This is an optimization exercise on Yosys and OpenROAD, whose aim is small area and a short achievable clock period, not a production implementation.
Function was checked by simulation only, so behaviour that the tests miss may differ from the original.
Power and IR drop assume default switching activity.

==> v23 <==
==> flow/design.v <==
package axis_pkg;
    localparam int data_width = 32;                      
    localparam int keep_width = 4;                       
    localparam int byte_width = data_width / keep_width;  
    typedef logic [data_width-1:0] axis_word_t;
    typedef logic [keep_width-1:0] axis_keep_t;
    localparam axis_keep_t keep_all  = '1;   
    localparam axis_keep_t keep_none = '0;   
endpackage
package burst_pkg;
    localparam int count_width = 16;   
    localparam logic [31:0] delimiter_word = 32'hB2C50FA1;
    localparam logic [count_width-1:0] trailer_repeat = 16'd3;    
    localparam logic [count_width-1:0] ifg_words      = 16'd10;   
    localparam logic [count_width-1:0] buffer_depth = 16'd64;     
    localparam logic [count_width-1:0] start_level  = 16'd10;     
    localparam int addr_width = $clog2(buffer_depth);             
    typedef enum logic [2:0] {
        idle,        
        preamble,    
        delimiter,   
        data,        
        trailer,     
        gap          
    } burst_state_t;
endpackage
`timescale 1ns/1ns
module packet_buffer
(
    input  logic                 axis_clk,
    input  logic                 axis_reset,
    input  axis_pkg::axis_word_t in_data,
    input  axis_pkg::axis_keep_t in_keep,
    input  logic                 in_last,
    input  logic                 in_user,
    input  logic                 in_valid,
    output logic                 in_ready,
    input  logic                 pop,          
    output axis_pkg::axis_word_t head_data,    
    output axis_pkg::axis_keep_t head_keep,
    output logic                 head_last,
    output logic                 head_user,
    output logic                 head_valid,
    output logic                 burst_ready
);
    logic [37:0] mem [63];
    logic [37:0] head;
    logic [5:0]  wr_ptr;        
    logic [62:0] rd_sel;        
    logic [6:0]  word_count;
    logic        ring_valid;    
    logic [6:0]  last_count;    
    logic        last_dec;      
    logic [6:0]  count_next;
    logic [31:0] masked;
    logic [37:0] in_word;
    logic [37:0] ring_word;
    wire do_write  = in_valid && in_ready;
    wire do_read   = pop && head_valid;
    wire to_head   = !head_valid || (do_read && !ring_valid);
    wire ring_pop  = do_read && ring_valid;
    always_comb begin
        masked = in_data;
        for (int i = 0; i < 4; i++)
            if (in_last && !in_keep[i]) masked[i*8 +: 8] = 8'd0;
    end
    assign in_word = {in_user, in_last, in_keep, masked};
    always_ff @(posedge axis_clk) begin
        if (do_write && !to_head)
            mem[wr_ptr] <= in_word;
    end
    always_comb begin
        ring_word = '0;
        for (int i = 0; i < 63; i++)
            ring_word = ring_word | (mem[i] & {38{rd_sel[i]}});
    end
    always_ff @(posedge axis_clk) begin
        if (ring_pop)
            head <= ring_word;
        else if (do_write && to_head)
            head <= in_word;
    end
    assign {head_user, head_last, head_keep, head_data} = head;
    assign count_next = word_count + 7'(do_write) - 7'(do_read);
    always_ff @(posedge axis_clk) begin
        if (axis_reset) begin
            wr_ptr      <= '0;
            rd_sel      <= 63'd1;
            word_count  <= '0;
            last_count  <= '0;
            last_dec    <= 1'b0;
            in_ready    <= 1'b1;
            head_valid  <= 1'b0;
            ring_valid  <= 1'b0;
            burst_ready <= 1'b0;
        end else begin
            if (do_write && !to_head)
                wr_ptr <= (wr_ptr == 6'd62) ? 6'd0 : wr_ptr + 1'b1;
            if (ring_pop)
                rd_sel <= {rd_sel[61:0], rd_sel[62]};
            word_count <= count_next;
            in_ready   <= (count_next != 7'd64);
            head_valid <= (count_next != 7'd0);
            ring_valid <= (count_next[6:1] != 6'd0);
            last_dec   <= do_read && head_last;
            last_count <= last_count + 7'(do_write && in_last) - 7'(last_dec);
            burst_ready <= (word_count >= 7'd10) || (last_count > 7'(last_dec));
        end
    end
endmodule
`timescale 1ns/1ns
module burst_sequencer
(
    input  logic                 axis_clk,
    input  logic                 axis_reset,
    input  logic [15:0]          preamble_words,
    input  axis_pkg::axis_word_t preamble_pattern,
    input  axis_pkg::axis_word_t trailer_pattern,
    input  axis_pkg::axis_word_t head_data,
    input  axis_pkg::axis_keep_t head_keep,
    input  logic                 head_last,
    input  logic                 head_user,
    input  logic                 head_valid,
    input  logic                 burst_ready,
    output logic                 pop,
    output axis_pkg::axis_word_t out_data,
    output axis_pkg::axis_keep_t out_keep,
    output logic                 out_last,
    output logic                 out_user,
    output logic                 out_valid
);
    logic        s_idle, s_pre, s_pay, s_post;
    logic [15:0] pre_left;    
    logic        pre_done;    
    logic [3:0]  post_cnt;    
    assign pop = s_pay;
    always_ff @(posedge axis_clk) begin
        if (axis_reset) begin
            s_idle    <= 1'b1;
            s_pre     <= 1'b0;
            s_pay     <= 1'b0;
            s_post    <= 1'b0;
            pre_left  <= '0;
            pre_done  <= 1'b0;
            post_cnt  <= '0;
            out_data  <= '0;
            out_keep  <= '0;
            out_last  <= 1'b0;
            out_user  <= 1'b0;
            out_valid <= 1'b0;
        end else begin
            out_data  <= '0;
            out_keep  <= '0;
            out_last  <= 1'b0;
            out_user  <= 1'b0;
            out_valid <= 1'b0;
            if (s_idle && burst_ready) begin
                out_data  <= preamble_pattern;
                out_keep  <= 4'hF;
                out_valid <= 1'b1;
                pre_left  <= preamble_words;
                pre_done  <= (preamble_words[15:1] == 15'd0);
                s_idle    <= 1'b0;
                s_pre     <= 1'b1;
            end
            if (s_pre) begin
                out_keep  <= 4'hF;
                out_valid <= 1'b1;
                if (!pre_done) begin
                    out_data <= preamble_pattern;
                    pre_left <= pre_left - 1'b1;
                    pre_done <= (pre_left == 16'd2);
                end else begin
                    out_data <= 32'hB2C50FA1;
                    s_pre    <= 1'b0;
                    s_pay    <= 1'b1;
                end
            end
            if (s_pay && head_valid) begin
                out_data  <= head_data;
                out_keep  <= head_keep;
                out_user  <= head_user;
                out_valid <= 1'b1;
                if (head_last) begin
                    post_cnt <= '0;
                    s_pay    <= 1'b0;
                    s_post   <= 1'b1;
                end
            end
            if (s_post) begin
                post_cnt <= post_cnt + 1'b1;
                if (post_cnt < 4'd3) begin
                    out_data  <= trailer_pattern;
                    out_keep  <= 4'hF;
                    out_valid <= 1'b1;
                    out_last  <= (post_cnt == 4'd2);
                end
                if (post_cnt == 4'd12) begin
                    s_post <= 1'b0;
                    s_idle <= 1'b1;
                end
            end
        end
    end
endmodule
`timescale 1ns/1ns
module xgpon_burst_tx
(
    input  logic                   axis_clk,
    input  logic                   axis_reset,
    input  axis_pkg::axis_word_t             in_data,
    input  axis_pkg::axis_keep_t             in_keep,
    input  logic                   in_last,
    input  logic                   in_user,
    input  logic                   in_valid,
    output logic                   in_ready,
    input  logic [burst_pkg::count_width-1:0] preamble_words,
    input  axis_pkg::axis_word_t             preamble_pattern,
    input  axis_pkg::axis_word_t             trailer_pattern,
    output axis_pkg::axis_word_t             out_data,
    output axis_pkg::axis_keep_t             out_keep,
    output logic                   out_last,
    output logic                   out_user,
    output logic                   out_valid
);
    axis_pkg::axis_word_t head_data;
    axis_pkg::axis_keep_t head_keep;
    logic       head_last;
    logic       head_user;
    logic       head_valid;
    logic       burst_ready;
    logic       pop;
    packet_buffer u_buffer (
        .axis_clk    (axis_clk),
        .axis_reset  (axis_reset),
        .in_data     (in_data),
        .in_keep     (in_keep),
        .in_last     (in_last),
        .in_user     (in_user),
        .in_valid    (in_valid),
        .in_ready    (in_ready),
        .pop         (pop),
        .head_data   (head_data),
        .head_keep   (head_keep),
        .head_last   (head_last),
        .head_user   (head_user),
        .head_valid  (head_valid),
        .burst_ready (burst_ready)
    );
    burst_sequencer u_sequencer (
        .axis_clk         (axis_clk),
        .axis_reset       (axis_reset),
        .preamble_words   (preamble_words),
        .preamble_pattern (preamble_pattern),
        .trailer_pattern  (trailer_pattern),
        .head_data        (head_data),
        .head_keep        (head_keep),
        .head_last        (head_last),
        .head_user        (head_user),
        .head_valid       (head_valid),
        .burst_ready      (burst_ready),
        .pop              (pop),
        .out_data         (out_data),
        .out_keep         (out_keep),
        .out_last         (out_last),
        .out_user         (out_user),
        .out_valid        (out_valid)
    );
endmodule
==> flow/run.sh <==
#!/bin/bash
# synth_recipe.tcl (not shown) runs the flow's synth.tcl, then flattens the netlist and writes it again
# the make line also repeats each setting of config.mk as NAME=value (left out here)
make -C /OpenROAD-flow-scripts/flow DESIGN_CONFIG=/design/flow/config.mk WORK_HOME=/design/flow/orfs CLKGATE_MAP_FILE= SYNTH_SCRIPT=/design/flow/synth_recipe.tcl finish
==> flow/config.mk <==
export PLATFORM = sky130hd
export DESIGN_NAME = xgpon_burst_tx
export DESIGN_NICKNAME = xgpon_burst_tx
export VERILOG_FILES = /design/flow/design.v
export SDC_FILE = /design/flow/constraint.sdc
export NUM_CORES = 4
export LEC_CHECK = 0
export ABC_CLOCK_PERIOD_IN_PS = 2300
export CAP_MARGIN = 20
export CORE_MARGIN = 2
export CORE_UTILIZATION = 55
export CTS_CLUSTER_DIAMETER = 60
export CTS_CLUSTER_SIZE = 24
export SETUP_SLACK_MARGIN = 2.2
export SLEW_MARGIN = 20
==> flow/constraint.sdc <==
create_clock -name core_clock -period 4.5 [get_ports {axis_clk}]
set_input_delay 0.9000 -clock core_clock [delete_from_list [all_inputs] [get_ports {axis_clk}]]
set_output_delay 0.9000 -clock core_clock [all_outputs]
set_load 0.01 [all_outputs]
==> v7: changes against v23 <==
==> flow/design.v, changed modules only <==
module packet_buffer
(
    input  logic                 axis_clk,
    input  logic                 axis_reset,
    input  axis_pkg::axis_word_t in_data,
    input  axis_pkg::axis_keep_t in_keep,
    input  logic                 in_last,
    input  logic                 in_user,
    input  logic                 in_valid,
    output logic                 in_ready,
    input  logic                 pop,          
    output axis_pkg::axis_word_t head_data,    
    output axis_pkg::axis_keep_t head_keep,
    output logic                 head_last,
    output logic                 head_user,
    output logic                 head_valid,
    output logic                 burst_ready
);
    logic [37:0] mem [64];
    logic [5:0]  wr_ptr;
    logic [5:0]  rd_ptr;
    logic [6:0]  word_count;
    logic [6:0]  last_count;    
    logic        last_dec;      
    logic [6:0]  count_next;
    logic [31:0] masked;
    wire do_write = in_valid && in_ready;
    wire do_read  = pop && head_valid;
    always_comb begin
        masked = in_data;
        for (int i = 0; i < 4; i++)
            if (in_last && !in_keep[i]) masked[i*8 +: 8] = 8'd0;
    end
    always_ff @(posedge axis_clk) begin
        if (do_write)
            mem[wr_ptr] <= {in_user, in_last, in_keep, masked};
    end
    assign {head_user, head_last, head_keep, head_data} = mem[rd_ptr];
    assign count_next = word_count + 7'(do_write) - 7'(do_read);
    always_ff @(posedge axis_clk) begin
        if (axis_reset) begin
            wr_ptr      <= '0;
            rd_ptr      <= '0;
            word_count  <= '0;
            last_count  <= '0;
            last_dec    <= 1'b0;
            in_ready    <= 1'b1;
            head_valid  <= 1'b0;
            burst_ready <= 1'b0;
        end else begin
            if (do_write)
                wr_ptr <= wr_ptr + 1'b1;
            if (do_read)
                rd_ptr <= rd_ptr + 1'b1;
            word_count <= count_next;
            in_ready   <= (count_next != 7'd64);
            head_valid <= (count_next != 7'd0);
            last_dec   <= do_read && head_last;
            last_count <= last_count + 7'(do_write && in_last) - 7'(last_dec);
            burst_ready <= (word_count >= 7'd10) || (last_count > 7'(last_dec));
        end
    end
endmodule
Settings changed: ABC_CLOCK_PERIOD_IN_PS 2300 to unset, CORE_UTILIZATION 55 to 40, CTS_CLUSTER_DIAMETER 60 to unset, CTS_CLUSTER_SIZE 24 to unset, SETUP_SLACK_MARGIN 2.2 to unset.
==> v24: changes against v23 <==
==> flow/design.v, changed modules only <==
module packet_buffer
(
    input  logic                 axis_clk,
    input  logic                 axis_reset,
    input  axis_pkg::axis_word_t in_data,
    input  axis_pkg::axis_keep_t in_keep,
    input  logic                 in_last,
    input  logic                 in_user,
    input  logic                 in_valid,
    output logic                 in_ready,
    input  logic                 pop,          
    output axis_pkg::axis_word_t head_data,    
    output axis_pkg::axis_keep_t head_keep,
    output logic                 head_last,
    output logic                 head_user,
    output logic                 head_valid,
    output logic                 burst_ready
);
    logic [37:0] mem_a [31];    
    logic [37:0] mem_b [31];    
    logic [37:0] head_a;        
    logic [37:0] head_b;        
    logic [4:0]  wr_ptr_a;      
    logic [4:0]  wr_ptr_b;
    logic [30:0] rd_sel_a;      
    logic [30:0] rd_sel_b;
    logic        rd_bank;       
    logic        wr_bank;       
    logic [6:0]  word_count;
    logic        ge2, ge3;      
    logic [6:0]  last_count;    
    logic        last_dec;      
    logic [31:0] masked;
    logic [37:0] in_word;
    logic [37:0] ring_a;
    logic [37:0] ring_b;
    logic [37:0] head_word;
    wire do_write = in_valid && in_ready;
    wire do_read  = pop && head_valid;
    wire eq63 = (word_count == 7'd63);
    wire ge4 = (word_count >= 7'd4);
    wire to_head  = !ge2 || (!ge3 && do_read);
    wire ring_pop = do_read && ge3;
    wire wr_a = do_write && !wr_bank;
    wire wr_b = do_write &&  wr_bank;
    wire rp_a = ring_pop && !rd_bank;
    wire rp_b = ring_pop &&  rd_bank;
    always_comb begin
        masked = in_data;
        for (int i = 0; i < 4; i++)
            if (in_last && !in_keep[i]) masked[i*8 +: 8] = 8'd0;
    end
    assign in_word = {in_user, in_last, in_keep, masked};
    always_ff @(posedge axis_clk) begin
        if (wr_a && !to_head)
            mem_a[wr_ptr_a] <= in_word;
        if (wr_b && !to_head)
            mem_b[wr_ptr_b] <= in_word;
    end
    always_comb begin
        ring_a = '0;
        ring_b = '0;
        for (int i = 0; i < 31; i++) begin
            ring_a = ring_a | (mem_a[i] & {38{rd_sel_a[i]}});
            ring_b = ring_b | (mem_b[i] & {38{rd_sel_b[i]}});
        end
    end
    always_ff @(posedge axis_clk) begin
        if (rp_a)
            head_a <= ring_a;
        else if (wr_a && to_head)
            head_a <= in_word;
        if (rp_b)
            head_b <= ring_b;
        else if (wr_b && to_head)
            head_b <= in_word;
    end
    assign head_word = rd_bank ? head_b : head_a;
    assign {head_user, head_last, head_keep, head_data} = head_word;
    always_ff @(posedge axis_clk) begin
        if (axis_reset) begin
            wr_ptr_a    <= '0;
            wr_ptr_b    <= '0;
            rd_sel_a    <= 31'd1;
            rd_sel_b    <= 31'd1;
            rd_bank     <= 1'b0;
            wr_bank     <= 1'b0;
            word_count  <= '0;
            ge2         <= 1'b0;
            ge3         <= 1'b0;
            last_count  <= '0;
            last_dec    <= 1'b0;
            in_ready    <= 1'b1;
            head_valid  <= 1'b0;
            burst_ready <= 1'b0;
        end else begin
            if (wr_a && !to_head)
                wr_ptr_a <= (wr_ptr_a == 5'd30) ? 5'd0 : wr_ptr_a + 1'b1;
            if (wr_b && !to_head)
                wr_ptr_b <= (wr_ptr_b == 5'd30) ? 5'd0 : wr_ptr_b + 1'b1;
            if (rp_a)
                rd_sel_a <= {rd_sel_a[29:0], rd_sel_a[30]};
            if (rp_b)
                rd_sel_b <= {rd_sel_b[29:0], rd_sel_b[30]};
            if (do_read)
                rd_bank <= !rd_bank;
            if (do_write)
                wr_bank <= !wr_bank;
            word_count <= word_count + 7'(do_write) - 7'(do_read);
            if (do_write && !do_read) begin
                head_valid <= 1'b1;
                ge2        <= head_valid;
                ge3        <= ge2;
                in_ready   <= !eq63;
            end else if (do_read && !do_write) begin
                head_valid <= ge2;
                ge2        <= ge3;
                ge3        <= ge4;
                in_ready   <= 1'b1;
            end
            last_dec   <= do_read && head_last;
            last_count <= last_count + 7'(do_write && in_last) - 7'(last_dec);
            burst_ready <= (word_count >= 7'd10) || (last_count > 7'(last_dec));
        end
    end
endmodule
==> flow/flow/run.sh (new file) <==
#!/bin/bash
set -uo pipefail
export BUFFER_PORTS_ARGS="-buffer_cell sky130_fd_sc_hd__buf_2"
export CTS_ARGS="-sink_clustering_enable -repair_clock_nets -sink_clustering_size 30 -sink_clustering_max_diameter 70 -dont_use_dummy_load"
bash standard.sh > standard.log 2>&1
status=$?
# keep each step's full log beside the run
if [[ -d orfs/logs ]]; then
  mkdir -p logs
  cp -r orfs/logs/. logs/ 2>/dev/null || true
fi
exit $status
==> flow/standard.sh (new file) <==
#!/bin/bash
# synth_recipe.tcl (not shown) runs the flow's synth.tcl, then flattens the netlist and writes it again
# the make line also repeats each setting of config.mk as NAME=value (left out here)
make -C /OpenROAD-flow-scripts/flow DESIGN_CONFIG=/design/flow/config.mk WORK_HOME=/design/flow/orfs CLKGATE_MAP_FILE= SYNTH_SCRIPT=/design/flow/synth_recipe.tcl "${@:-finish}"
Settings changed: CORE_UTILIZATION 55 to 45, CTS_CLUSTER_DIAMETER 60 to 70, CTS_CLUSTER_SIZE 24 to 30, SETUP_SLACK_MARGIN 2.2 to 2.5, TNS_END_PERCENT set to 10.
removed: flow/run.sh
==> key figures <==
Synthesis
  – Largest family of logic cells by synthesized area: compound AO/OA/AOI/OAI gates

Layout
  – Clk_buf instances: 135
  – Fraction of area in multi-input gates: 16.4%
  – Design area: 107000 um2
  – Non-clk invs: 37

Run status
  – Status: no timing/DRC/antenna violations

Hold path
  – HP Start: preamble_words[0]

Worst setup path
  – R2R cell count: 5

Route
  – Met3 routed WL: 45900 um

GRT
  – GR Layer Usage met2: 49.5%
[end of results for v24]
==> key figures <==
Layout
  – Seq area share: 65.5%
  – Design area: 115000 um2
  – Fraction of area in multi-input gates: 19.4%

Run status
  – Status: no timing/DRC/antenna violations

Floorplanning
  – N_taps: 3202
  – Starting Density: 40.3%

Worst setup path
  – R2R cell count: 9

Hold path
  – HP Start: in_keep[3]
  – Hold endpoint: u_buffer.mem[24][35]$_DFFE_PP_

Route
  – Met3 routed WL: 26400 um

GRT
  – GR Layer Usage met2: 36.3%
[end of results for v7]
==> key figures <==
GRT
  – GR Layer Usage met2: 67.7%

Synthesis
  – Largest family of logic cells by synthesized area: compound AO/OA/AOI/OAI gates

Route
  – Met3 routed WL: 86800 um

Worst setup path
  – RR Endpoint: u_buffer.head[8]$_DFFE_PP_
  – R2R cell count: 7

Layout
  – Clk_buf instances: 171
  – Non-clk invs: 36
  – Design area: 112000 um2
  – Non-Filler Instances: 8073

Power and ir drop
  – Int Power: 0.0351 W

Run status
  – Status: no timing/DRC/antenna violations
[end of results for v23]

-- re-timing with driven ports --
How much do the figures lean on ideal ports? The routed layouts below were timed once more, with nothing changed but the port constraints.
Step 1 assumes that a clkbuf_16 drives the clock port and a buf_2 every other input.
Step 2 adds t to the input delays and takes it off the output delays; t is the mean of the earliest and latest rising clock arrival at the registers after step 1. Input paths then give back, and output paths get back, about the clock's delay inside the block.
a / b / c = ideal / step 1 / step 2; a / b = the first two.
run	t, ns	setup slack, ns	hold WS [ns]	worst data-port slew with drivers (ns)
v23	0.947	1.942 / 1.942 / 1.152	0.477 / 0.451 / 0.477	0.07
v7	0.992	0.764 / 0.764 / 0.559	0.355 / 0.294 / 0.506	0.15
v24	0.879	2.223 / 2.223 / 1.440	0.359 / 0.309 / 0.510	0.15
After both steps setup and hold are still met in every run listed. The setup slack of v23, which loses most, moves by 0.000 ns with the drivers and by -0.790 ns with both steps.
